From an optimization exercise on the open Yosys and OpenROAD flow, aimed at small area, a short achievable clock period and few clock cycles per item; shortcuts taken in it are not production practice. No run shown here included a check of the RTL's function; only the layout flow was run.

$ cat design.v
package ifft_pkg;
    localparam int DW = 8;
    localparam int TW = 8;
    function automatic logic [15:0] sx(input logic [7:0] v);
        sx = {{8{v[7]}}, v};
    endfunction
    function automatic logic [15:0] sx9(input logic [8:0] v);
        sx9 = {{7{v[8]}}, v};
    endfunction
    function automatic logic [15:0] rca(input logic [15:0] x, input logic [15:0] y, input logic ci);
        logic c;
        c = ci;
        for (int i = 0; i < 16; i++) begin
            rca[i] = x[i] ^ y[i] ^ c;
            c = (x[i] & y[i]) | (x[i] & c) | (y[i] & c);
        end
    endfunction
    function automatic logic [15:0] fadd(input logic [15:0] x, input logic [15:0] y, input logic ci);
        logic [16:0] t;
        t = {x, 1'b1} + {y, ci};
        fadd = t[16:1];
    endfunction
    function automatic logic [15:0] sum4(input logic [15:0] a, input logic [15:0] b,
                                         input logic [15:0] c, input logic [15:0] d,
                                         input logic i1, input logic i2, input logic i3);
        logic [15:0] s1, c1, s2, c2;
        s1 = a ^ b ^ c;
        c1 = {((a[14:0] & b[14:0]) | (a[14:0] & c[14:0]) | (b[14:0] & c[14:0])), i1};
        s2 = s1 ^ c1 ^ d;
        c2 = {((s1[14:0] & c1[14:0]) | (s1[14:0] & d[14:0]) | (c1[14:0] & d[14:0])), i2};
        sum4 = fadd(s2, c2, i3);
    endfunction
endpackage
module ifft_tw2a (
    input  logic [7:0] b_re,
    input  logic [7:0] b_im,
    input  logic       mul,
    output logic [9:0] va,
    output logic [9:0] vb
);
    logic [15:0] br, bi, d, s;
    always_comb begin
        br = ifft_pkg::sx(b_re);
        bi = ifft_pkg::sx(b_im);
        d  = ifft_pkg::fadd(br, ~bi, 1'b1);
        s  = ifft_pkg::fadd(br, bi, 1'b0);
        va = mul ? d[9:0] : br[9:0];
        vb = mul ? s[9:0] : bi[9:0];
    end
endmodule
module ifft_tw2b (
    input  logic [9:0] va,
    input  logic [9:0] vb,
    input  logic       mul,    
    input  logic       sw,     
    output logic [8:0] u_re,
    output logic [8:0] u_im,
    output logic       neg,
    output logic       cz
);
    logic [15:0] a, b, x, y;
    always_comb begin
        a  = {{6{va[9]}}, va};
        b  = {{6{vb[9]}}, vb};
        x  = ifft_pkg::sum4(a << 5, a << 3, a << 2, a, 1'b0, 1'b0, 1'b0);
        y  = ifft_pkg::sum4(b << 5, b << 3, b << 2, b, 1'b0, 1'b0, 1'b0);
        u_re = ({9{!sw && !mul}} & a[8:0]) | ({9{!sw && mul}} & x[14:6])
             | ({9{sw && !mul}} & b[8:0])  | ({9{sw && mul}} & y[14:6]);
        u_im = ({9{!sw && !mul}} & b[8:0]) | ({9{!sw && mul}} & y[14:6])
             | ({9{sw && !mul}} & a[8:0])  | ({9{sw && mul}} & x[14:6]);
        neg  = sw;
        cz   = sw && mul && (y[5:0] != 6'd0);
    end
endmodule
module ifft_tw3a (
    input  logic [7:0] b_re,
    input  logic [7:0] b_im,
    output logic [8:0] r5,
    output logic [8:0] i5
);
    logic [15:0] br, bi, r, i;
    always_comb begin
        br = ifft_pkg::sx(b_re);
        bi = ifft_pkg::sx(b_im);
        r  = ifft_pkg::fadd(br << 2, br, 1'b0);
        i  = ifft_pkg::fadd(bi << 2, bi, 1'b0);
        r5 = r[10:2];
        i5 = i[10:2];
    end
endmodule
module ifft_tw3b (
    input  logic       [7:0] b_re,
    input  logic       [7:0] b_im,
    input  logic       [8:0] b5_re,
    input  logic       [8:0] b5_im,
    input  logic             r1,     
    input  logic             r2,     
    input  logic             r3,     
    input  logic             pass,   
    input  logic             rot,    
    input  logic             mx,     
    input  logic             my,     
    input  logic             neg,    
    input  logic             cze,    
    output logic       [8:0] u_re,
    output logic       [8:0] u_im,
    output logic             cz
);
    logic [15:0] br, bi, r5, i5, x, y;
    logic [15:0] x1, x2, x3, x4, y1, y2, y3, y4;
    always_comb begin
        br = ifft_pkg::sx(b_re);
        bi = ifft_pkg::sx(b_im);
        r5 = {{5{b5_re[8]}}, b5_re, b_re[1:0]};
        i5 = {{5{b5_im[8]}}, b5_im, b_im[1:0]};
        x1 = r2 ? (r5 << 3) : (br << 6);
        x2 = r2 ? r5 : ~r5;
        x3 = (r2 ? (i5 << 3) : (bi << 4)) ^ {16{!r3}};
        x4 = (r2 ? i5 : (bi << 3)) ^ {16{!r3}};
        x  = ifft_pkg::sum4(x1, x2, x3, x4, !r2, !r3, !r3);
        y1 = r2 ? (r5 << 3) : (br << 4);
        y2 = r2 ? r5 : (br << 3);
        y3 = (r2 ? (i5 << 3) : (bi << 6)) ^ {16{r3}};
        y4 = r1 ? ~i5 : i5;
        y  = ifft_pkg::sum4(y1, y2, y3, y4, 1'b0, r3, r1);
        u_re = ({9{pass}} & br[8:0]) | ({9{rot}} & bi[8:0])
             | ({9{mx}} & x[14:6]) | ({9{my}} & y[14:6]);
        u_im = ({9{pass}} & bi[8:0]) | ({9{rot}} & br[8:0])
             | ({9{mx}} & y[14:6]) | ({9{my}} & x[14:6]);
        cz   = cze && ((my ? y[5:0] : x[5:0]) != 6'd0);
    end
endmodule
module ifft_butterfly (
    input  logic [7:0] a_re,
    input  logic [7:0] a_im,
    input  logic [8:0] u_re,
    input  logic [8:0] u_im,
    input  logic       neg,
    input  logic       cz,
    output logic [7:0] y0_re,
    output logic [7:0] y0_im,
    output logic [7:0] y1_re,
    output logic [7:0] y1_im
);
    function automatic logic [7:0] sat9(input logic [8:0] v);
        if (v[8] != v[7]) sat9 = v[8] ? 8'h80 : 8'h7f;
        else              sat9 = v[7:0];
    endfunction
    logic [15:0] s_re, s_im, d_re, d_im;
    logic [7:0]  p_re, m_re;
    always_comb begin
        s_re  = ifft_pkg::fadd(ifft_pkg::sx(a_re), ifft_pkg::sx9(u_re), cz);
        d_re  = ifft_pkg::fadd(ifft_pkg::sx(a_re), ~(ifft_pkg::sx9(u_re)), !cz);
        s_im  = ifft_pkg::fadd(ifft_pkg::sx(a_im), ifft_pkg::sx9(u_im), 1'b0);
        d_im  = ifft_pkg::fadd(ifft_pkg::sx(a_im), ~(ifft_pkg::sx9(u_im)), 1'b1);
        p_re  = sat9(s_re[9:1]);
        m_re  = sat9(d_re[9:1]);
        y0_re = neg ? m_re : p_re;
        y1_re = neg ? p_re : m_re;
        y0_im = sat9(s_im[9:1]);
        y1_im = sat9(d_im[9:1]);
    end
endmodule
module ifft_core #(
    parameter int N     = 16,
    parameter int LOG2N = 4,
    parameter int DW    = 8,
    parameter int TW    = 8
) (
    input  logic          clk,
    input  logic          rst,
    input  logic          in_valid,
    output logic          in_ready,
    input  logic [DW-1:0] in_re,
    input  logic [DW-1:0] in_im,
    output logic          out_valid,
    input  logic          out_ready,
    output logic [DW-1:0] out_re,
    output logic [DW-1:0] out_im,
    output logic          out_last,
    output logic          busy
);
    localparam int C_X03  = 0;    
    localparam int C_S0   = 1;    
    localparam int C_X12  = 2;    
    localparam int C_S1   = 3;    
    localparam int C_K1   = 4;    
    localparam int C_MA2  = 5;    
    localparam int C_MU2  = 6;    
    localparam int C_SW2  = 7;    
    localparam int C_S2   = 8;    
    localparam int C_R13  = 9;    
    localparam int C_R23  = 10;   
    localparam int C_R33  = 11;   
    localparam int C_PA3  = 12;   
    localparam int C_RO3  = 13;   
    localparam int C_MX3  = 14;   
    localparam int C_MY3  = 15;   
    localparam int C_NG3  = 16;   
    localparam int C_CZ3  = 17;   
    localparam int C_S3   = 18;   
    localparam int C_OLST = 19;   
    localparam int C_OSEL = 20;   
    localparam int NC     = 21;
    function automatic logic [NC-1:0] ctl(input logic [3:0] n);
        logic [3:0] t0, m12, t1, t2a, t2m, t2, t3m, t3;
        logic [2:0] k;
        logic       h, mul, sw;
        t0  = n - 4'd7;
        m12 = n - 4'd9;
        t1  = n - 4'd11;
        t2a = n - 4'd14;
        t2m = n - 4'd15;
        t2  = n - 4'd16;
        t3m = n - 4'd22;
        t3  = n - 4'd23;
        ctl = '0;
        ctl[C_X03] = n[3] & ~n[0];
        ctl[C_S0]  = t0[0];
        ctl[C_X12] = m12[2] & ~m12[1];
        ctl[C_S1]  = t1[1];
        ctl[C_K1]  = t1[0];
        ctl[C_MA2] = t2a[2] & t2a[0];
        ctl[C_MU2] = t2m[2] & t2m[0];
        ctl[C_SW2] = t2m[2] & t2m[1];
        ctl[C_S2]  = t2[2];
        k = t3m[2:0];
        h = t3m[3];
        mul = h & (k[1:0] != 2'd0);
        sw  = (k[1:0] == 2'd3) ^ k[2];
        ctl[C_R13] = (k[1:0] == 2'd1);
        ctl[C_R23] = (k[1:0] == 2'd2);
        ctl[C_R33] = (k[1:0] == 2'd3);
        ctl[C_PA3] = ~h | (k == 3'd0);
        ctl[C_RO3] = h & (k == 3'd4);
        ctl[C_MX3] = mul & ~sw;
        ctl[C_MY3] = mul & sw;
        ctl[C_NG3] = h & k[2];
        ctl[C_CZ3] = mul & k[2];
        ctl[C_S3]  = t3[3];
        ctl[C_OLST] = (n == 4'd14);
        ctl[C_OSEL] = (n == 4'd0) || (n >= 4'd15);
    endfunction
    logic          adv_q, in_ready_n_q, busy_q;
    logic [3:0]    icnt_q, acnt_q;
    logic          ph_q, f0_q, f1_q, f2_q;
    logic          iv_q, hv_q, sv_q;
    logic [1:0]    nowed_q;
    logic [NC-1:0] c_q;
    logic          adv_d, in_ready_d, busy_d;
    logic [3:0]    icnt_d;
    logic          ph_d, f0_d, f1_d, f2_d;
    logic          iv_d, hv_d, sv_d;
    logic [1:0]    nowed_d;
    logic          accept, ir_take, out_real, ohs, wr, h_en, s_from_p;
    always_comb begin
        accept  = in_valid && !in_ready_n_q;
        ohs     = hv_q && out_ready;
        ir_take = adv_q && ((icnt_q == 4'd0) ? iv_q : !ph_q);
        out_real = c_q[C_OSEL] ? f1_q : f2_q;
        wr       = adv_q && out_real;
        iv_d   = accept || (iv_q && !ir_take);
        icnt_d = icnt_q + 4'(adv_q);
        ph_d   = ph_q;
        f0_d   = f0_q;
        f1_d   = f1_q;
        f2_d   = f2_q;
        if (adv_q && (icnt_q == 4'd0)) begin
            ph_d = !iv_q;
            f0_d = iv_q;
            f1_d = f0_q;
            f2_d = f1_q;
        end
        h_en     = !hv_q || out_ready;
        s_from_p = !sv_q && wr && hv_q && !out_ready;
        sv_d     = sv_q ? !h_en : s_from_p;
        hv_d     = h_en ? (sv_q || wr) : 1'b1;
        nowed_d = nowed_q + 2'(accept && (acnt_q == 4'd15)) - 2'(ohs && out_last);
        busy_d  = (nowed_d != 2'd0);
        adv_d = !sv_d && ((icnt_d == 4'd0) ? (iv_d || f0_d || f1_d) : (ph_d || iv_d));
        in_ready_d = !iv_d || (!sv_d && ((icnt_d == 4'd0) || !ph_d));
    end
    always_ff @(posedge clk or negedge rst) begin
        if (!rst) begin
            adv_q      <= 1'b0;
            in_ready_n_q <= 1'b0;
            busy_q     <= 1'b0;
            icnt_q     <= '0;
            ph_q       <= 1'b0;
            f0_q       <= 1'b0;
            f1_q       <= 1'b0;
            f2_q       <= 1'b0;
            iv_q       <= 1'b0;
            hv_q       <= 1'b0;
            sv_q       <= 1'b0;
            nowed_q    <= '0;
            c_q        <= ctl(4'd0);
        end else begin
            adv_q      <= adv_d;
            in_ready_n_q <= !in_ready_d;
            busy_q     <= busy_d;
            icnt_q     <= icnt_d;
            ph_q       <= ph_d;
            f0_q       <= f0_d;
            f1_q       <= f1_d;
            f2_q       <= f2_d;
            iv_q       <= iv_d;
            hv_q       <= hv_d;
            sv_q       <= sv_d;
            nowed_q    <= nowed_d;
            if (adv_q) c_q <= ctl(icnt_q + 4'd1);
        end
    end
    always_ff @(posedge clk or negedge rst) begin
        if (!rst) begin
            acnt_q <= '0;
        end else if (accept) begin
            acnt_q <= acnt_q + 4'd1;
        end
    end
    logic [7:0] ir_re, ir_im;
    always_ff @(posedge clk) begin
        if (accept) begin
            ir_re <= in_re;
            ir_im <= in_im;
        end
    end
    logic [7:0] dx03_re [7];
    logic [7:0] dx03_im [7];
    logic [7:0] x03_re, x03_im;
    assign x03_re = c_q[C_X03] ? ir_re : dx03_re[6];
    assign x03_im = c_q[C_X03] ? ir_im : dx03_im[6];
    always_ff @(posedge clk) begin
        if (adv_q) begin
            dx03_re[0] <= c_q[C_X03] ? dx03_re[6] : ir_re;
            dx03_im[0] <= c_q[C_X03] ? dx03_im[6] : ir_im;
            for (int i = 1; i < 7; i++) begin
                dx03_re[i] <= dx03_re[i-1];
                dx03_im[i] <= dx03_im[i-1];
            end
        end
    end
    logic [7:0]  dl0_re, dl0_im, r0_re, r0_im;
    logic [15:0] s0_re, s0_im, d0_re, d0_im;
    always_comb begin
        s0_re = ifft_pkg::rca(ifft_pkg::sx(dl0_re), ifft_pkg::sx(x03_re), 1'b0);
        s0_im = ifft_pkg::rca(ifft_pkg::sx(dl0_im), ifft_pkg::sx(x03_im), 1'b0);
        d0_re = ifft_pkg::rca(ifft_pkg::sx(dl0_re), ~(ifft_pkg::sx(x03_re)), 1'b1);
        d0_im = ifft_pkg::rca(ifft_pkg::sx(dl0_im), ~(ifft_pkg::sx(x03_im)), 1'b1);
    end
    always_ff @(posedge clk) begin
        if (adv_q) begin
            if (c_q[C_S0]) begin
                r0_re  <= s0_re[8:1];
                r0_im  <= s0_im[8:1];
                dl0_re <= d0_re[8:1];
                dl0_im <= d0_im[8:1];
            end else begin
                r0_re  <= dl0_re;
                r0_im  <= dl0_im;
                dl0_re <= x03_re;
                dl0_im <= x03_im;
            end
        end
    end
    logic [7:0] dx12_re [2];
    logic [7:0] dx12_im [2];
    logic [7:0] x12_re, x12_im;
    assign x12_re = c_q[C_X12] ? r0_re : dx12_re[1];
    assign x12_im = c_q[C_X12] ? r0_im : dx12_im[1];
    always_ff @(posedge clk) begin
        if (adv_q) begin
            dx12_re[0] <= c_q[C_X12] ? dx12_re[1] : r0_re;
            dx12_im[0] <= c_q[C_X12] ? dx12_im[1] : r0_im;
            dx12_re[1] <= dx12_re[0];
            dx12_im[1] <= dx12_im[0];
        end
    end
    logic [7:0]  dl1_re [2];
    logic [7:0]  dl1_im [2];
    logic [7:0]  y1_re, y1_im, r1_re, r1_im;
    logic [15:0] s1_re, s1_im, d1_re, d1_im;
    always_comb begin
        y1_re = c_q[C_K1] ? x12_im : x12_re;
        y1_im = c_q[C_K1] ? x12_re : x12_im;
        s1_re = ifft_pkg::fadd(ifft_pkg::sx(dl1_re[1]), ifft_pkg::sx(y1_re), 1'b0);
        s1_im = ifft_pkg::fadd(ifft_pkg::sx(dl1_im[1]), ifft_pkg::sx(y1_im), 1'b0);
        d1_re = ifft_pkg::fadd(ifft_pkg::sx(dl1_re[1]), ~(ifft_pkg::sx(y1_re)), 1'b1);
        d1_im = ifft_pkg::fadd(ifft_pkg::sx(dl1_im[1]), ~(ifft_pkg::sx(y1_im)), 1'b1);
    end
    always_ff @(posedge clk) begin
        if (adv_q) begin
            dl1_re[1] <= dl1_re[0];
            dl1_im[1] <= dl1_im[0];
            if (c_q[C_S1]) begin
                r1_re     <= c_q[C_K1] ? d1_re[8:1] : s1_re[8:1];
                r1_im     <= s1_im[8:1];
                dl1_re[0] <= c_q[C_K1] ? s1_re[8:1] : d1_re[8:1];
                dl1_im[0] <= d1_im[8:1];
            end else begin
                r1_re     <= dl1_re[1];
                r1_im     <= dl1_im[1];
                dl1_re[0] <= x12_re;
                dl1_im[0] <= x12_im;
            end
        end
    end
    logic [9:0] v2a, v2b, n2a, n2b;
    ifft_tw2a u_tw2a (
        .b_re (r1_re),
        .b_im (r1_im),
        .mul  (c_q[C_MA2]),
        .va   (v2a),
        .vb   (v2b)
    );
    always_ff @(posedge clk) begin
        if (adv_q) begin
            n2a <= v2a;
            n2b <= v2b;
        end
    end
    logic [8:0] w2_re, w2_im, m2_re, m2_im;
    logic       w2_neg, w2_cz, m2_neg, m2_cz;
    ifft_tw2b u_tw2b (
        .va   (n2a),
        .vb   (n2b),
        .mul  (c_q[C_MU2]),
        .sw   (c_q[C_SW2]),
        .u_re (w2_re),
        .u_im (w2_im),
        .neg  (w2_neg),
        .cz   (w2_cz)
    );
    always_ff @(posedge clk) begin
        if (adv_q) begin
            m2_re  <= w2_re;
            m2_im  <= w2_im;
            m2_neg <= w2_neg;
            m2_cz  <= w2_cz;
        end
    end
    logic [7:0] dl2_re [4];
    logic [7:0] dl2_im [4];
    logic [7:0] a2_re, a2_im, b2_re, b2_im, r2_re, r2_im;
    ifft_butterfly u_bf2 (
        .a_re  (dl2_re[3]),
        .a_im  (dl2_im[3]),
        .u_re  (m2_re),
        .u_im  (m2_im),
        .neg   (m2_neg),
        .cz    (m2_cz),
        .y0_re (a2_re),
        .y0_im (a2_im),
        .y1_re (b2_re),
        .y1_im (b2_im)
    );
    always_ff @(posedge clk) begin
        if (adv_q) begin
            for (int i = 1; i < 4; i++) begin
                dl2_re[i] <= dl2_re[i-1];
                dl2_im[i] <= dl2_im[i-1];
            end
            if (c_q[C_S2]) begin
                r2_re     <= a2_re;
                r2_im     <= a2_im;
                dl2_re[0] <= b2_re;
                dl2_im[0] <= b2_im;
            end else begin
                r2_re     <= dl2_re[3];
                r2_im     <= dl2_im[3];
                dl2_re[0] <= m2_re[7:0];
                dl2_im[0] <= m2_im[7:0];
            end
        end
    end
    logic [8:0] v3_re5, v3_im5, n3_re5, n3_im5;
    logic [7:0] n3_re, n3_im;
    ifft_tw3a u_tw3a (
        .b_re (r2_re),
        .b_im (r2_im),
        .r5   (v3_re5),
        .i5   (v3_im5)
    );
    always_ff @(posedge clk) begin
        if (adv_q) begin
            n3_re  <= r2_re;
            n3_im  <= r2_im;
            n3_re5 <= v3_re5;
            n3_im5 <= v3_im5;
        end
    end
    logic [8:0] w3_re, w3_im, m3_re, m3_im;
    logic       w3_cz, m3_neg, m3_cz;
    ifft_tw3b u_tw3b (
        .b_re  (n3_re),
        .b_im  (n3_im),
        .b5_re (n3_re5),
        .b5_im (n3_im5),
        .r1    (c_q[C_R13]),
        .r2    (c_q[C_R23]),
        .r3    (c_q[C_R33]),
        .pass  (c_q[C_PA3]),
        .rot   (c_q[C_RO3]),
        .mx    (c_q[C_MX3]),
        .my    (c_q[C_MY3]),
        .neg   (c_q[C_NG3]),
        .cze   (c_q[C_CZ3]),
        .u_re  (w3_re),
        .u_im  (w3_im),
        .cz    (w3_cz)
    );
    always_ff @(posedge clk) begin
        if (adv_q) begin
            m3_re  <= w3_re;
            m3_im  <= w3_im;
            m3_neg <= c_q[C_NG3];
            m3_cz  <= w3_cz;
        end
    end
    logic [7:0] dl3_re [8];
    logic [7:0] dl3_im [8];
    logic [7:0] a3_re, a3_im, b3_re, b3_im, o3_re, o3_im;
    ifft_butterfly u_bf3 (
        .a_re  (dl3_re[7]),
        .a_im  (dl3_im[7]),
        .u_re  (m3_re),
        .u_im  (m3_im),
        .neg   (m3_neg),
        .cz    (m3_cz),
        .y0_re (a3_re),
        .y0_im (a3_im),
        .y1_re (b3_re),
        .y1_im (b3_im)
    );
    assign o3_re = c_q[C_S3] ? a3_re : dl3_re[7];
    assign o3_im = c_q[C_S3] ? a3_im : dl3_im[7];
    always_ff @(posedge clk) begin
        if (adv_q) begin
            for (int i = 1; i < 8; i++) begin
                dl3_re[i] <= dl3_re[i-1];
                dl3_im[i] <= dl3_im[i-1];
            end
            dl3_re[0] <= c_q[C_S3] ? b3_re : m3_re[7:0];
            dl3_im[0] <= c_q[C_S3] ? b3_im : m3_im[7:0];
        end
    end
    logic [7:0] h_re, h_im, s_re, s_im;
    logic       h_last, s_last;
    always_ff @(posedge clk) begin
        if (h_en) begin
            h_re   <= sv_q ? s_re : o3_re;
            h_im   <= sv_q ? s_im : o3_im;
            h_last <= sv_q ? s_last : c_q[C_OLST];
        end
        if (s_from_p) begin
            s_re   <= o3_re;
            s_im   <= o3_im;
            s_last <= c_q[C_OLST];
        end
    end
    assign in_ready  = !in_ready_n_q;
    assign busy      = busy_q;
    assign out_valid = hv_q;
    assign out_last  = h_last;
    assign out_re    = h_re;
    assign out_im    = h_im;
endmodule
$ cat flow/run.sh
#!/bin/bash
# Standard layout, with timing repair asked to leave SETUP_SLACK_MARGIN ns of
# setup slack at the design's clock (so it works towards a shorter period),
# and a clock tree of smaller buffers without dummy balancing loads.
# The synthesis is the standard one, unchanged. Each step's output goes to a log here.
set -euo pipefail
MARGIN=$(cat flow/margin.txt)
CTS="$(cat flow/cts_args.txt)"
bash standard.sh synth > synth.log 2>&1
bash standard.sh SETUP_SLACK_MARGIN="$MARGIN" CTS_ARGS="$CTS" finish > layout.log 2>&1
$ cat flow/cts_args.txt
-sink_clustering_enable -repair_clock_nets -dont_use_dummy_load -sink_clustering_size 24 -buf_list sky130_fd_sc_hd__clkbuf_8
$ cat flow/margin.txt
11.0
$ cat standard.sh
#!/bin/bash
# synth_recipe.tcl (not shown) runs the flow's synth.tcl, then flattens the netlist and writes it again
# the make line also repeats each setting of config.mk as NAME=value (left out here)
make -C /OpenROAD-flow-scripts/flow DESIGN_CONFIG=/design/flow/config.mk WORK_HOME=/design/flow/orfs CLKGATE_MAP_FILE= SYNTH_SCRIPT=/design/flow/synth_recipe.tcl "${@:-finish}"
$ cat config.mk
export PLATFORM = sky130hd
export DESIGN_NAME = ifft_core
export DESIGN_NICKNAME = ifft_core
export VERILOG_FILES = /design/flow/design.v
export SDC_FILE = /design/flow/constraint.sdc
export NUM_CORES = 4
export LEC_CHECK = 0
export CAP_MARGIN = 20
export CORE_MARGIN = 2
export CORE_UTILIZATION = 25
export PLACE_DENSITY = 0.45
export SLEW_MARGIN = 20
$ cat constraint.sdc
create_clock -name core_clock -period 15.0 [get_ports {clk}]
set_input_delay 3.0000 -clock core_clock [delete_from_list [all_inputs] [get_ports {clk}]]
set_output_delay 3.0000 -clock core_clock [all_outputs]
set_load 0.01 [all_outputs]
==> results.json, run 1 <==
{
  "status": "timing/DRC/antenna clean",
  "cp_cell_sequence": "buf_2",
  "grt_pass1_vias": 21229,
  "seq_area_frac_synth": 0.5243,
  "fmax_mhz": 224.4,
  "yosys.area.top_type": "edfxtp_1",
  "r2r_start": "c_q[10]",
  "start_kind": "flip-flop",
  "clk_pin_slew_ns": 0.06,
  "maxUsedRoutingLayer": "met4",
  "dieArea_um2": 142000,
  "setup_tns_ns": 0,
  "num_vias": 21333,
  "viasPerCell": 4.447,
  "wl_met1_um": 37690,
  "place_ws_ns": 9.661,
  "synth_warnings": 29,
  "crit_path_max_fanout": 1,
  "clk_latency_ns": 0.87,
  "hold_slack_ns": 0.3315,
  "period_minus_slack_ns": 4.456,
  "gp_congestion": 0.8280,
  "r2r_slack_ns": 10.73,
  "fp.dieH_um": 376.8,
  "cts_max_level": 3,
  "coreArea_um2": 137700,
  "crit_end": "out_im[2]",
  "die-width_um": 376.8,
  "path_delay_family": "flip-flops",
  "cp_slowest_cell": "edfxtp_1",
  "post_drt_wl_per_cell_um": 16.36,
  "firstDrtPassIters": 5,
  "setup_viol": 0,
  "port_buffers": 39,
  "fin_nets": 3355,
  "regArea_um2": 18230,
  "grt_overflow": 0,
  "slew_viol_final": 0,
  "hold_class": "reg -> reg",
  "ys.flop_type": "edfxtp_1",
  "worst_pin_slew_ns": 1.092,
  "antenna_left": 0,
  "syn_inst": 2838,
  "rsz0062_at_grt": "yes",
  "synthesis.area_um2": 34740,
  "num_rows": 136,
  "critPathCaptureType": "output port",
  "worst-r2r-cell-count": 18,
  "slew_headroom": 0.2718,
  "syn2layout_area_growth_pct": 16.06,
  "syn_nets": 3190,
  "start_util": 0.2524,
  "num_io_pins": 40,
  "crit_start": "h_im[2]",
  "grt_max_degree": 189,
  "required_ns": 12.00,
  "fin_crit_sh": 0.2971,
  "cts-hold-fix-buffers": 0,
  "cp.depth": 1,
  "cpPeakStageDelay_ns": 0.49,
  "fin_worst_skew_ns": 0.1429,
  "async_flop_share": 0.06525,
  "dp_hpwl_um": 52780,
  "hold_viol_final": 0,
  "route.detailed.drc": 0,
  "cts_root_buf": "clkbuf_8",
  "synth_edf_count": 573,
  "drt_wl_total_um": 78460,
  "dp.cells": 4594,
  "grt_pass1_wl_um": 123000,
  "cts_made_buffers": 111,
  "synth.avg_cell_area_um2": 12.24,
  "cts.sinks": 613,
  "drive_gt1_frac": 0.1766,
  "met3_length_um": 2881,
  "synth.ff_latch_count": 613,
  "first_iter_violations": 1305,
  "cp.arrival_ns": 1.46,
  "setup_ws_ns": 10.54,
  "synth_cell_types": 86,
  "grt_antenna_before_repair": 2,
  "fill_cells": 13969,
  "synth_area_leaders": "edfxtp_1, ha_1, fa_1",
  "path_buf_inv": 1,
  "wl_met2_um": 35870,
  "synth_top_area_frac": 0.4953,
  "drv_cap": 0,
  "grt_usage": 0.1102,
  "worstSetupPathType": "reg -> out",
  "instances_no_fill": 4797,
  "tritoncts": "built",
  "timing.rr.end": "m3_im[5]",
  "clockBufferDepth": 3,
  "multi_input_area_um2": 15830
}
==> logic make-up after synthesis <==
family | after synthesis | synth area share
AND/OR/NAND/NOR | 567 | 0.07603
buffers and inverters | 391 | 0.04257
flip-flops | 613 | 0.5243
multiplexers | 150 | 0.05255
XOR/XNOR | 193 | 0.04866
adder cells (fa/ha/maj) | 338 | 0.1464
AO/OA/AOI/OAI | 586 | 0.1096
==> repair_timing <==
| action | CTS | global route |
|---|---|---|
| hold endpoints to repair | 0 | 0 |
| pin swaps | 54 | 69 |
| endpoints found under the setup margin | 84 | 54 |
| resized for setup | 149 | 55 |
| setup buffers | 57 | 27 |
| gates cloned | 6 | 0 |
==> worst register-to-register path, delay by kind of cell (launching register included) <==
family / cells / cell delay, ns
flip-flops: 1 / 0.56
XOR/XNOR: 2 / 0.16
adder cells (fa/ha/maj): 3 / 1.25
AO/OA/AOI/OAI: 6 / 1.40
buffers and inverters: 4 / 0.33
AND/OR/NAND/NOR: 3 / 0.33
==> worst min path at each step <==
stage                  start            end  slack [ns]  cells after the start
4_1_cts        dx03_im[0][3]  dx03_im[1][3]        0.32                      0
3_5_place_dp    dl2_im[1][0]   dl2_im[2][0]        0.40                      0
5_1_grt         dl2_re[2][0]   dl2_re[3][0]        0.33                      0
3_3_place_gp    dl3_im[2][1]   dl3_im[3][1]        0.40                      0
6_report       dx03_im[0][3]  dx03_im[1][3]        0.33                      0
2_1_floorplan   dl1_im[0][0]   dl1_im[1][0]        0.40                      0
==> flip-flops by register name, summed over array words and instances (netlist names), 9 cells and up <==
| signal | flops |
|---|---|
| c_q | 20 |
| dl1_im | 16 |
| dl1_re | 16 |
| dl2_im | 32 |
| dl2_re | 32 |
| dl3_im | 64 |
| dl3_re | 64 |
| dx03_im | 56 |
| dx03_re | 56 |
| dx12_im | 16 |
| dx12_re | 16 |
| m2_im | 9 |
| m2_re | 9 |
| m3_im | 9 |
| m3_re | 9 |
| n2a | 10 |
| n2b | 9 |
==> cells in the mapped netlist, types with 11 or more instances <==
| master | n |
|---|---|
| edfxtp_1 | 573 |
| inv_1 | 292 |
| a21oi_1 | 216 |
| ha_1 | 216 |
| nor2_1 | 170 |
| nand2_1 | 169 |
| xnor2_1 | 151 |
| fa_1 | 116 |
| o21ai_0 | 102 |
| mux2_2 | 99 |
| clkbuf_1 | 68 |
| nor2b_1 | 48 |
| nor3_1 | 47 |
| xor2_1 | 42 |
| dfrtp_1 | 35 |
| mux2i_1 | 35 |
| o21bai_1 | 31 |
| nand2b_1 | 29 |
| nand3_1 | 26 |
| a21o_1 | 22 |
| buf_1 | 22 |
| o21a_1 | 21 |
| a211oi_1 | 18 |
| a31oi_1 | 16 |
| mux4_2 | 16 |
| o22ai_1 | 16 |
| or2_2 | 16 |
| and3_1 | 13 |
| o31ai_1 | 13 |
| a221o_1 | 12 |
| a22o_1 | 12 |
| o221ai_1 | 12 |
| o211ai_1 | 11 |
| or3_1 | 11 |
==> stage by stage <==
step                      instance area, um2  utilization
after floorplan                        35200            -
after global placement                 37500       0.2724
after detailed placement               37500       0.2724
after CTS                              39850       0.2895
after global routing                   40320       0.2929
final                                  40320       0.2929
==> cell usage in the layout (no fill, tap or decap), types with 18 or more instances in the layout <==
master           count
xor2_1              40
nand2_1            165
a21o_1              22
nand3_1             24
o21ai_0             87
edfxtp_1           573
fa_2                25
a21oi_1            194
xnor2_1            145
a21oi_2             21
clkbuf_8           111
nor2_1             166
fa_1                91
o21a_1              21
o21bai_1            31
mux2_2              97
ha_1               197
nor2b_1             41
dfrtp_1             29
buf_4               83
nor3_1              43
inv_1              277
buf_2               19
clkdlybuf4s50_1     18
nand2b_1            28
mux2i_1             32
==> layer usage <==
layer / track usage / up-vias
met5: 0 / -
met4: 0.03826 / 0
met1: 0.1521 / 10378
met3: 0.01864 / 134
li1: - / 10474
met2: 0.1740 / 347
==> layout make-up <==
class / count / share of cell area
flip-flops and latches: 613 / 0.4521
multi-input cells: 1835 / 0.3926
well taps: 1794 / 0.05567
clock buffers: 111 / 0.03789
repair buffers: 145 / 0.03389
inverters: 297 / 0.02765
diodes: 2 / 0.0001241
==> run 2, diff against run 1 <==
--- a/design.v
+++ b/design.v
@@ -212,8 +212,8 @@
         t2a = n - 4'd14;
         t2m = n - 4'd15;
         t2  = n - 4'd16;
-        t3m = n - 4'd22;
-        t3  = n - 4'd23;
+        t3m = n - 4'd21;
+        t3  = n - 4'd22;
         ctl = '0;
         ctl[C_X03] = n[3] & ~n[0];
         ctl[C_S0]  = t0[0];
@@ -238,8 +238,8 @@
         ctl[C_NG3] = h & k[2];
         ctl[C_CZ3] = mul & k[2];
         ctl[C_S3]  = t3[3];
-        ctl[C_OLST] = (n == 4'd14);
-        ctl[C_OSEL] = (n == 4'd0) || (n >= 4'd15);
+        ctl[C_OLST] = (n == 4'd13);
+        ctl[C_OSEL] = (n == 4'd0) || (n >= 4'd14);
     endfunction
     logic          adv_q, in_ready_n_q, busy_q;
     logic [3:0]    icnt_q, acnt_q;
@@ -442,6 +442,8 @@
     logic [7:0] dl2_re [4];
     logic [7:0] dl2_im [4];
     logic [7:0] a2_re, a2_im, b2_re, b2_im, r2_re, r2_im;
+    assign r2_re = c_q[C_S2] ? a2_re : dl2_re[3];
+    assign r2_im = c_q[C_S2] ? a2_im : dl2_im[3];
     ifft_butterfly u_bf2 (
         .a_re  (dl2_re[3]),
         .a_im  (dl2_im[3]),
@@ -460,17 +462,8 @@
                 dl2_re[i] <= dl2_re[i-1];
                 dl2_im[i] <= dl2_im[i-1];
             end
-            if (c_q[C_S2]) begin
-                r2_re     <= a2_re;
-                r2_im     <= a2_im;
-                dl2_re[0] <= b2_re;
-                dl2_im[0] <= b2_im;
-            end else begin
-                r2_re     <= dl2_re[3];
-                r2_im     <= dl2_im[3];
-                dl2_re[0] <= m2_re[7:0];
-                dl2_im[0] <= m2_im[7:0];
-            end
+            dl2_re[0] <= c_q[C_S2] ? b2_re : m2_re[7:0];
+            dl2_im[0] <= c_q[C_S2] ? b2_im : m2_im[7:0];
         end
     end
     logic [8:0] v3_re5, v3_im5, n3_re5, n3_im5;
==> flow/margin.txt (replaced) <==
10.75
==> results.json, run 2 <==
{
  "hold_depth": 0,
  "min_to": "dx12_re[1][5]",
  "drv_cap": 0,
  "viasPerCell": 4.451,
  "cts.sinks": 597,
  "dp_hpwl_um": 53500,
  "grt_pass1_vias": 21240,
  "syn_nets": 3172,
  "cp.arrival_ns": 4.90,
  "port_buffers": 39,
  "antenna_left": 0,
  "post_drt_wl_per_cell_um": 16.28,
  "clk_latency_ns": 0.79,
  "num_rows": 135,
  "coreArea_um2": 135800,
  "cts_root_buf": "clkbuf_8",
  "fp.dieH_um": 374.5,
  "postLayoutCoreUtil": 0.2979,
  "fmax_mhz": 224.1,
  "cp_cell_sequence": "ha_1 -> nand2b_4 -> a21oi_4 -> o21bai_4 -> a21oi_4 -> a221oi_4 -> nor2_1 -> nor2_2 -> xor2_2 -> ha_4 -> inv_4 -> o22ai_4 -> a41oi_4 -> nand3b_1 -> a31oi_4 -> ha_2 -> inv_2 -> fa_2 -> inv_2 -> a21oi_2 -> o21bai_1 -> a21o_1 -> a21oi_2 -> xnor2_1",
  "async_flop_share": 0.06700,
  "reg_top3": "dl3_im: 64 flops, dl3_re: 64 flops",
  "hold_slack_ns": 0.3525,
  "first_iter_violations": 1157,
  "cts_max_level": 3,
  "tritoncts": "built",
  "hold_class": "reg -> reg",
  "drive_gt1_frac": 0.2053,
  "firstDrtPassIters": 5,
  "critPathCaptureType": "flip-flop",
  "grt_usage": 0.1080,
  "synth.avg_cell_area_um2": 12.19,
  "fin_crit_sh": 0.2974,
  "fin_area_um2": 40450,
  "path_delay_family": "compound AO/OA/AOI/OAI gates",
  "fin_nets": 3354,
  "period_minus_slack_ns": 4.461,
  "drt_wl_total_um": 77780,
  "status": "timing/DRC/antenna clean",
  "syn_inst": 2816,
  "slew_viol_final": 0,
  "gp_congestion": 0.7972,
  "r2r_start": "dl2_re[3][0]",
  "worst-r2r-cell-count": 24,
  "hold_viol_final": 0,
  "synth_common_cells": "edfxtp_1, inv_1, ha_1, a21oi_1, nor2_1",
  "yosys.area.top_type": "edfxtp_1",
  "clockBufferDepth": 3,
  "regArea_um2": 17750,
  "start_kind": "flip-flop",
  "die-width_um": 374.5,
  "setup_viol": 0,
  "synth.ff_latch_count": 597,
  "synth_area_leaders": "edfxtp_1, ha_1, fa_1",
  "instances_no_fill": 4779,
  "timing.rr.end": "n3_re5[6]",
  "route.detailed.drc": 0,
  "crit_path_max_fanout": 7,
  "start_util": 0.2527,
  "clk_pin_slew_ns": 0.06,
  "synth_cell_types": 91,
  "synthesis.area_um2": 34320,
  "num_vias": 21273,
  "grt_max_degree": 192,
  "grt_pass1_wl_um": 120800,
  "cp_slowest_cell": "edfxtp_1",
  "mostFrequentLayoutCells": "edfxtp_1, inv_1, ha_1, nor2_1, a21oi_1",
  "hp-start": "dx12_re[0][5]",
  "num_io_pins": 40,
  "r2r_slack_ns": 10.54,
  "syn2layout_area_growth_pct": 17.86,
  "placed_cell_area_um2": 36910,
  "worst_pin_slew_ns": 1.086,
  "yosysMostFrequentCell": "edfxtp_1",
  "final_common_cell": "edfxtp_1",
  "rsz0062_at_grt": "yes",
  "worstSetupPathType": "reg -> reg",
  "slew_headroom": 0.2757,
  "cpPeakStageDelay_ns": 0.43,
  "multi_input_area_um2": 16430,
  "synth_top_area_frac": 0.4873,
  "cts_made_buffers": 101,
  "path_buf_inv": 3,
  "fin_worst_skew_ns": 0.1117,
  "grt_overflow": 0,
  "seq_area_frac_synth": 0.5166,
  "synth_edf_count": 557,
  "grt_antenna_before_repair": 3,
  "synth_warnings": 29,
  "fill_cells": 13967,
  "dp.cells": 4563,
  "setup_tns_ns": 0,
  "required_ns": 15.44,
  "dieArea_um2": 140300,
  "ys.flop_type": "edfxtp_1"
}
==> run 2: worst reg2reg max path: stages (launching register included) <==
cell	delay, ns
edfxtp_1	0.43
ha_1	0.31
nand2b_4	0.13
a21oi_4	0.06
o21bai_4	0.16
a21oi_4	0.08
a221oi_4	0.24
nor2_1	0.08
nor2_2	0.19
xor2_2	0.20
ha_4	0.25
inv_4	0.07
o22ai_4	0.08
a41oi_4	0.33
nand3b_1	0.18
a31oi_4	0.22
ha_2	0.21
inv_2	0.04
fa_2	0.34
inv_2	0.06
a21oi_2	0.04
o21bai_1	0.18
a21o_1	0.16
a21oi_2	0.05
xnor2_1	0.11
==> run 2: per-layer routing <==
layer | track usage | vias up | part of all wire | wire length [um]
li1 | - | 10448 | - | -
met1 | 0.1519 | 10392 | 0.49 | 38000
met2 | 0.1678 | 311 | 0.45 | 35040
met3 | 0.02165 | 122 | 0.036 | 2823
met4 | 0.03066 | 0 | 0.025 | 1919
met5 | 0 | - | 0 | 0
==> run 2: logic make-up after synthesis <==
family,count (synthesis),share of synthesized area
buffers and inverters,382,0.04236
multiplexers,133,0.04888
AND/OR/NAND/NOR,546,0.07411
XOR/XNOR,184,0.04717
adder cells (fa/ha/maj),347,0.1508
AO/OA/AOI/OAI,627,0.1200
flip-flops,597,0.5166
==> run 2: worst max-delay path by stage <==
stage | end | slack [ns] | cells after the start | startpoint
finish | n3_re5[6] | 10.54 | 24 | dl2_re[3][0]
detailed placement | n3_re5[6] | 9.95 | 24 | dl2_re[3][0]
CTS | out_last | 10.54 | 1 | h_last
global placement | m3_im[5] | 9.99 | 14 | c_q[11]
floorplan | adv_q | 9.17 | 6 | adv_q
global route | n3_re5[6] | 10.26 | 24 | dl2_re[3][0]
==> run 2: per-stage QoR <==
| step | worst slack (ns) |
|---|---|
| finish | 10.54 |
| floorplan | 9.167 |
| global placement | 9.985 |
| global route | 10.26 |
| detailed placement | 9.948 |
| CTS | 10.54 |
==> run 2: timing repair <==
item / 4_1_cts / 5_1_grt
resized for setup: 172 / 188
hold buffers: 0 / 0
setup buffers: 45 / 64
cloned: 1 / 3
pin swaps: 39 / 77
endpoints found under the setup margin: 65 / 82
==> run 2: area by class of cell <==
cell class | instances | area share
diodes | 2 | 0.0001237
clock buffers | 101 | 0.03436
inverters | 292 | 0.02799
multi-input cells | 1837 | 0.4062
flip-flops and latches | 597 | 0.4389
well taps | 1781 | 0.05508
repair buffers | 168 | 0.03711
repair inverters | 1 | 0.0002784
==> run 3, diff against run 2 <==
==> flow/margin.txt (replaced) <==
10.6
==> results.json, run 3 <==
{
  "cts.sinks": 597,
  "num_io_pins": 40,
  "syn2layout_area_growth_pct": 15.15,
  "fin_nets": 3323,
  "r2r_slack_ns": 10.63,
  "place_ws_ns": 9.934,
  "placed_cell_area_um2": 36870,
  "synth_common_cells": "edfxtp_1, inv_1, ha_1, a21oi_1, nor2_1",
  "syn_nets": 3172,
  "slew_viol_final": 0,
  "fin_worst_skew_ns": 0.1116,
  "synth_area_leaders": "edfxtp_1, ha_1, fa_1",
  "post_drt_wl_per_cell_um": 16.18,
  "synthesis.area_um2": 34320,
  "cpPeakStageDelay_ns": 0.48,
  "dp_hpwl_um": 53550,
  "yosys.area.top_type": "edfxtp_1",
  "setup_ws_ns": 10.58,
  "clk_pin_slew_ns": 0.05,
  "cts_made_buffers": 104,
  "grt_pass1_wl_um": 121400,
  "gp_congestion": 0.8025,
  "tritoncts": "built",
  "grt_max_degree": 86,
  "antenna_left": 0,
  "cts_max_level": 3,
  "crit_path_max_fanout": 2,
  "yosysMostFrequentCell": "edfxtp_1",
  "route.detailed.drc": 0,
  "worst-r2r-cell-count": 25,
  "ys.flop_type": "edfxtp_1",
  "synth_warnings": 29,
  "postLayoutCoreUtil": 0.2910,
  "fin_area_um2": 39520,
  "firstDrtPassIters": 6,
  "worst_pin_slew_ns": 0.9345,
  "grt_usage": 0.1086,
  "port_buffers": 39,
  "num_vias": 21144,
  "synth.ff_latch_count": 597,
  "required_ns": 12.00,
  "synth_top_area_frac": 0.4873,
  "drt_wl_total_um": 76800,
  "grt_pass1_vias": 21067,
  "num_rows": 135,
  "setup_tns_ns": 0,
  "synth_edf_count": 557,
  "drive_gt1_frac": 0.1656,
  "seq_area_frac_synth": 0.5166,
  "grt_overflow": 0,
  "grt_antenna_before_repair": 2,
  "clk_latency_ns": 0.76,
  "hold_depth": 0,
  "async_flop_share": 0.06700,
  "cts_root_buf": "clkbuf_8",
  "final_common_cell": "edfxtp_1",
  "syn_inst": 2816,
  "first_iter_violations": 1296,
  "worstSetupPathType": "reg -> out",
  "fmax_mhz": 226.5,
  "fp.dieH_um": 374.5,
  "drv_cap": 0,
  "period_minus_slack_ns": 4.416,
  "cp.arrival_ns": 1.42,
  "die-width_um": 374.5,
  "cp_cell_sequence": "inv_2 -> buf_6",
  "viasPerCell": 4.453,
  "hold_class": "reg -> reg",
  "slew_headroom": 0.3770,
  "status": "timing/DRC/antenna clean",
  "dieArea_um2": 140300,
  "fin_crit_sh": 0.2944,
  "cp_slowest_cell": "dfrtp_2",
  "setup_viol": 0,
  "start_util": 0.2527,
  "mostFrequentLayoutCells": "edfxtp_1, inv_1, ha_1, nor2_1, a21oi_1",
  "start_kind": "flip-flop",
  "clockBufferDepth": 3,
  "critPathCaptureType": "output port",
  "reg_top3": "dl3_im: 64 flops, dl3_re: 64 flops",
  "synth_cell_types": 91,
  "rsz0062_at_grt": "yes",
  "coreArea_um2": 135800,
  "synth.avg_cell_area_um2": 12.19,
  "hold_viol_final": 0
}
[run 3: cell counts after synthesis]
Identical to the previous run, type by type.
[run 3: cells by family (layout without fill, tap and decap cells)]
kind of cell | after synthesis | count (layout) | synth area share
fa+ha+maj | 347 | 347 | 0.1508
mux | 133 | 133 | 0.04888
xor+xnor | 184 | 184 | 0.04717
other cells | 0 | 2 | 0
compound gates | 627 | 627 | 0.1200
buf+inv | 382 | 531 | 0.04236
flops | 597 | 597 | 0.5166
simple gates | 546 | 546 | 0.07411
[run 3: worst paths after layout]
| kind | start | end |
|---|---|---|
| max in group asynchronous | rst | c_q[10] |
| setup / recovery | in_ready_n_q | in_ready |
| setup reg to reg | dl2_re[3][0] | n3_re5[6] |
| hold / removal | dl3_im[0][5] | dl3_im[1][5] |
| hold reg to reg | dl3_im[0][5] | dl3_im[1][5] |
| min in group asynchronous | rst | iv_q |
[run 3: worst max-delay path, delay by kind of cell (launching register included)]
family	cells	cell delay, ns
buf+inv	2	0.17
flops	1	0.48
[run 3: layout make-up]
cell class,count,area [um2]
diodes,2,5.005
clock buffers,104,1431
fillers,14018,96280
inverters,292,1107
multi-input cells,1837,15850
flip-flops and latches,597,17750
well taps,1781,2228
repair buffers,135,1152
[run 3: per-layer routing]
| metal | routed length, um | vias to the layer above | share of wire | global-route usage |
|---|---|---|---|---|
| li1 | - | 10380 | - | - |
| met1 | 37380 | 10364 | 0.49 | 0.1517 |
| met2 | 35480 | 286 | 0.46 | 0.1742 |
| met3 | 2453 | 114 | 0.032 | 0.01990 |
| met4 | 1494 | 0 | 0.019 | 0.02450 |
| met5 | 0 | - | 0 | 0 |
[run 3: repair_timing]
action,in CTS,in global routing
setup endpoints to repair,56,35
buffers inserted,24,49
pin swaps,17,38
resized for setup,107,94
gates cloned,1,1
endpoints found under the hold margin,0,0
hold buffers,0,0
[run 3: stage by stage]
| stage | hold slack [ns] | instances |
|---|---|---|
| final | 0.3558 | 4748 |
| after global routing | 0.3757 | 4747 |
| after CTS | 0.3555 | 4695 |
| after detailed placement | 0.4045 | 4566 |
| after global placement | 0.4002 | 4566 |
| after floorplan | 0.4003 | 2816 |
==> run 4, diff against run 3 <==
==> flow/margin.txt (replaced) <==
11.0
==> results.json, run 4 <==
{
  "fin_nets": 3413,
  "drt_wl_total_um": 80000,
  "tritoncts": "built",
  "critPathCaptureType": "output port",
  "fp.dieH_um": 374.5,
  "cp_slowest_cell": "edfxtp_1",
  "status": "timing/DRC/antenna clean",
  "path_delay_family": "flip-flops",
  "place_ws_ns": 9.819,
  "reg_top3": "dl3_im: 64 flops, dl3_re: 64 flops",
  "grt_overflow": 0,
  "postLayoutCoreUtil": 0.3062,
  "setup_viol": 0,
  "grt_max_degree": 196,
  "grt_pass1_wl_um": 124000,
  "fin_crit_sh": 0.2975,
  "die-width_um": 374.5,
  "drive_gt1_frac": 0.2403,
  "fmax_mhz": 224.1,
  "grt_antenna_before_repair": 2,
  "instances_no_fill": 4839,
  "dieArea_um2": 140300,
  "start_kind": "flip-flop",
  "fin_worst_skew_ns": 0.09032,
  "grt_pass1_vias": 21696,
  "synth_edf_count": 557,
  "viasPerCell": 4.472,
  "synth_top_area_frac": 0.4873,
  "synth.ff_latch_count": 597,
  "required_ns": 12.00,
  "cts.sinks": 597,
  "clk_latency_ns": 0.78,
  "yosysMostFrequentCell": "edfxtp_1",
  "fill_cells": 13737,
  "slew_viol_final": 0,
  "port_buffers": 39,
  "cts_max_level": 3,
  "hold_viol_final": 0,
  "num_rows": 135,
  "synth_area_leaders": "edfxtp_1, ha_1, fa_1",
  "cp_cell_sequence": "buf_2",
  "gp_congestion": 0.7988,
  "regArea_um2": 17750,
  "synth_common_cells": "edfxtp_1, inv_1, ha_1, a21oi_1, nor2_1",
  "crit_path_max_fanout": 2,
  "rsz0062_at_grt": "yes",
  "slew_headroom": 0.2053,
  "syn2layout_area_growth_pct": 21.15,
  "firstDrtPassIters": 6,
  "seq_area_frac_synth": 0.5166,
  "setup_tns_ns": 0,
  "ys.flop_type": "edfxtp_1",
  "multi_input_area_um2": 16930,
  "async_flop_share": 0.06700,
  "drv_cap": 0,
  "mostFrequentLayoutCells": "edfxtp_1, inv_1, ha_1, nor2_1, a21oi_1",
  "route.detailed.drc": 0,
  "cts-hold-fix-buffers": 0,
  "clk_pin_slew_ns": 0.06,
  "synth_cell_types": 91,
  "synth.avg_cell_area_um2": 12.19,
  "period_minus_slack_ns": 4.462,
  "worstSetupPathType": "reg -> out",
  "syn_inst": 2816,
  "grt_util_met2": 0.1779,
  "clockBufferDepth": 3,
  "syn_nets": 3172,
  "cpPeakStageDelay_ns": 0.48,
  "grt_usage": 0.1116,
  "yosys.area.top_type": "edfxtp_1",
  "first_iter_violations": 1212,
  "grt_util_met1": 0.1549,
  "cts_made_buffers": 100,
  "dp_hpwl_um": 52850,
  "num_vias": 21641,
  "antenna_left": 0,
  "post_drt_wl_per_cell_um": 16.53,
  "setup_ws_ns": 10.54,
  "coreArea_um2": 135800,
  "synthesis.area_um2": 34320,
  "cts_root_buf": "clkbuf_8",
  "busiest_layer": "met2",
  "hold_class": "reg -> reg",
  "start_util": 0.2527,
  "worst_pin_slew_ns": 1.192,
  "use_met3": 0.01981,
  "final_common_cell": "edfxtp_1",
  "synth_warnings": 29,
  "cp.arrival_ns": 1.46,
  "path_buf_inv": 1,
  "num_io_pins": 40,
  "dp.cells": 4560
}
==> run 4: per-stage QoR <==
step | area, um2 | hold slack, ns
floorplan | 34850 | 0.4003
global placement | 37100 | 0.4005
detailed placement | 37100 | 0.4045
CTS | 40680 | 0.3166
global route | 41580 | 0.3239
finish | 41580 | 0.3282
==> run 4: cell type report <==
class / count / area share
clock buffer: 100 / 0.03310
inverter: 292 / 0.02696
antenna: 3 / 0.0001805
timing repair buffer: 227 / 0.05196
sequential: 597 / 0.4269
multi-input combinational: 1838 / 0.4071
timing repair inverter: 1 / 0.0002708
tap: 1781 / 0.05359
==> run 4: routing by layer <==
metal  part of all wire  up-vias  wire (um)
met3              0.036      126       2852
li1                   -    10584          -
met5                  0        -          0
met1               0.49    10622      38900
met4              0.022        0       1764
met2               0.46      309      36480
==> run 4: cell families (layout without fill, tap and decap cells) <==
logic type / after synthesis / in the layout / share of synthesized area
AND/OR/NAND/NOR: 546 / 547 / 0.07411
AO/OA/AOI/OAI: 627 / 627 / 0.1200
adder cells (fa/ha/maj): 347 / 347 / 0.1508
flip-flops: 597 / 597 / 0.5166
multiplexers: 133 / 133 / 0.04888
XOR/XNOR: 184 / 184 / 0.04717
buffers and inverters: 382 / 620 / 0.04236
other: 0 / 3 / 0
==> run 4: path summary, 6_finish.rpt <==
check	start	to	slack (ns)	depth (start not counted)
min in group asynchronous	rst	c_q[5]	2.34	2
hold reg to reg	dx03_im[0][4]	dx03_im[1][4]	0.33	0
setup reg to reg	m2_re[0]	n3_re5[6]	10.58	25
setup / recovery	h_last	out_last	10.54	1
max in group asynchronous	rst	c_q[10]	12.14	2
hold / removal	dx03_im[0][4]	dx03_im[1][4]	0.33	0
==> run 4: timing repair <==
action,in CTS,in global routing
gates cloned,5,1
pin swaps,118,81
buffers inserted,139,31
gates resized for setup,306,128
hold endpoints to repair,0,0
setup endpoints to repair,109,72

-- port drivers added, routing unchanged --
No port has a modelled driver above. Below, the same layouts with a new extraction and two added sets of constraints. Step 1: set_driving_cell puts a clkbuf_16 on clk and a buf_2 on each other input, an assumption about the parent block. Step 2 times the ports against the registers' clock, not the clock port: input delays grow and output delays shrink by t, the midpoint of the rising clock arrivals with the driver on. Three values: ideal, step 1, step 2; two values: the first two.
| run | shift t [ns] | setup slack, ns | hold slack, ns | worst slew at a driven data input, ns | pins driven straight from the clock port |
|---|---|---|---|---|---|
| run 1 | 0.843 | 10.544 / 10.477 / 10.275 | 0.331 / 0.331 / 0.331 | 0.05 | 1 |
| run 2 | 0.799 | 10.538 / 10.538 / 10.147 | 0.353 / 0.353 / 0.353 | 0.05 | 1 |
| run 3 | 0.775 | 10.584 / 10.523 / 10.006 | 0.356 / 0.356 / 0.356 | 0.05 | 1 |
| run 4 | 0.795 | 10.538 / 10.477 / 10.286 | 0.328 / 0.328 / 0.328 | 0.06 | 1 |
After both steps every run listed still meets setup and hold. For run 3, which loses most, drivers alone change the setup slack by -0.061 ns; drivers and shift together by -0.578 ns.
